Context: an optimization exercise on an open-source flow, tuned for small area, a short achievable clock period and few clock cycles per item. The choices shown serve that exercise and are no tape-out recipe.
Function was checked by simulation only, so behaviour that the tests miss may differ from the original.
Power figures rest on the tool's default switching activity, not on a simulated workload.

before:
Design bba_top, start of the top module:
module bba_top (
    input  logic        clk,
    input  logic        rst_n,
    input  logic        start,
    input  logic        req_op,
    input  logic [13:0] req_blk,
    output logic        busy,
    input  logic        cfg_we,
    input  logic [13:0] cfg_wdata,
    output logic        done,
    output logic [1:0]  rsp_status,
    output logic [13:0] rsp_block,
    output logic [13:0] rsp_free
);
Size in the first run: about 11000 cells after synthesis, roughly 4400 flip-flops, roughly 65 I/O pins, roughly 170000 µm² of cells after synthesis.
clock: 10.0 ns
lec_check: 0
abc_clock_period_in_ps: 3500
cap_margin: 20
core_margin: 2
core_utilization: 45
slew_margin: 20
tns_end_percent: 10
standard.sh (not shown) runs the stock make flow with config.mk's settings and CLKGATE_MAP_FILE= SYNTH_SCRIPT=/design/flow/synth_recipe.tcl, a recipe that flattens the netlist after the stock synthesis.
==> flow/flow/run.sh <==
#!/bin/bash
# Own flow: the standard layout (standard.sh, unchanged synthesis), with setup repair
# aimed below the clock period so the achieved period shrinks, and buf_4 as the port buffer
# (the default pick is a slow delay cell that repair never resizes). Each ORFS step keeps its own
# log under orfs/logs; make's output goes to flow_make.log.
set -euo pipefail
cd "$(dirname "$0")/.."
bash standard.sh SETUP_SLACK_MARGIN=6.4 "BUFFER_PORTS_ARGS=-buffer_cell sky130_fd_sc_hd__buf_4" finish > flow_make.log 2>&1
Testbench counts of before, summed over its fixed seeds: cycles 24,016, requests 24,000.
What after does differently from before at the input level:
--- a/flow/design.v
+++ b/flow/design.v
@@ -46,20 +46,21 @@
                 end
             end
             two64 = t[0];
         end
     endfunction
     logic        r_v;
     logic        r_op;
     logic [13:0] r_blk;
     logic        r_inv;
     logic [64:0] rsel;
+    logic [64:0] rsel_n;      
     logic        clr;
     logic [12:0] lim;
     assign busy = clr;
     logic clr_d;
     assign clr_d = ~rst_n | cfg_we;
     always_ff @(posedge clk) begin
         r_op  <= req_op;
         r_blk <= req_blk;
         r_inv <= (req_blk == 14'd0) || (req_blk > {1'b0, lim});
         r_v   <= rst_n & start & ~clr;
@@ -112,23 +113,27 @@
     always_comb begin
         for (int w = 0; w < NR; w++) nw_oh[w] = nw_v && (nw_bin == 7'(w));
     end
     logic [NR-1:0] sel_oh;
     logic [6:0]    sel_row;
     logic [63:0]   rd_raw;
     logic [63:0]   rd;
     always_comb begin
         sel_oh  = rsel;
         sel_row = r_op ? fw : nw_bin;
-        rd_raw  = '0;
-        for (int w = 1; w < 64; w++) rd_raw = rd_raw | (mem[w] & {64{sel_oh[w]}});
-        rd_raw = rd_raw | ({{63{1'b1}}, mem64} & {64{sel_oh[64]}});
+        rd_raw[31:0]  = {31'd0, mem64 & sel_oh[64]};
+        rd_raw[63:32] = '1;
+        for (int w = 1; w < 64; w++) begin
+            rd_raw[31:0]  = rd_raw[31:0] | (mem[w][31:0] & {32{sel_oh[w]}});
+            rd_raw[63:32] = rd_raw[63:32] & (mem[w][63:32] | {32{rsel_n[w]}});
+        end
+        rd_raw[31:1] = rd_raw[31:1] | {31{sel_oh[64]}};
         rd     = (y_v && y_row == sel_row) ? y_data : rd_raw;
     end
     logic [63:0] zpre;
     logic [63:0] zoh;
     logic [63:0] zr;
     logic [5:0]  zidx;
     logic        zany;
     logic        fill;
     always_comb begin
         zpre = pfx64_excl(z);
@@ -237,21 +242,24 @@
         end else if (free_ok) begin
             if (fw_eq_cw) begin
             end else if (fw_lt_cw) begin
                 nw_oh_n = zany ? cw_oh : '0;
             end else if (fw_lt_nw) begin
                 nw_oh_n = fw_oh;
             end
         end
     end
     always_ff @(posedge clk) begin
-        for (int w = 0; w < NR; w++) rsel[w] <= req_op ? (req_blk[12:6] == 7'(w)) : nw_oh_n[w];
+        for (int w = 0; w < NR; w++) begin
+            rsel[w]   <= req_op ? (req_blk[12:6] == 7'(w)) : nw_oh_n[w];
+            rsel_n[w] <= ~(req_op ? (req_blk[12:6] == 7'(w)) : nw_oh_n[w]);
+        end
     end
     always_comb begin
         y_v_n   = clr | alloc_ok | free_ok;
         y_row_n = fw;
         if (clr)           y_row_n = lim_c[12:6];
         else if (alloc_ok) y_row_n = cw;
         else if (fw_eq_cw) y_row_n = cw;
     end
     always_ff @(posedge clk) begin
         y_v  <= y_v_n;
Notes after the runs:
after was carried through to the last stage, and its layout satisfied the timing, DRC and antenna checks. On register fraction of the total cell area: after sits above before. Layout-stage area growth over the synthesis result (lower): after. Relative to before, routability congestion estimate from global placement has gone up in after. before → after: share of power burned in the clock network rose by 0.2 points; synthesized instance count rose by 599. Delta (after minus before): routed wire length saw little to no change, summed area of non-filler cells in the final layout fell by 1300 µm².
Testbench counts of after, summed over its fixed seeds: cycles 24,016, requests 24,000.

-- static timing again, ports no longer ideal --
Ports are ideal in the flow. The routed layouts listed here were re-timed in OpenROAD.
Step 1 (the two cells are an assumption about what drives the block):
set clk [get_ports {clk}]
set_driving_cell -lib_cell sky130_fd_sc_hd__clkbuf_16 $clk
set_driving_cell -lib_cell sky130_fd_sc_hd__buf_2 [delete_from_list [all_inputs] $clk]
Step 2 also shifts input and output timing later by t, the mid clock arrival at the registers, as if the neighbouring blocks saw the same clock.
a / b / c = ideal ports / drivers / drivers and shift; a / b = the first two.
| run | t (ns) | setup WS [ns] | worst data-port slew with drivers (ns) | pins driven straight from the clock port |
|---|---|---|---|---|
| before | 1.123 | 5.851 / 5.851 / 5.245 | 0.07 | 1 |
| after | 1.150 | 6.028 / 6.028 / 5.581 | 0.05 | 1 |
After both steps every run listed still meets setup and hold. The setup slack of before, which loses most, moves by 0.000 ns with the drivers and by -0.606 ns with both steps.
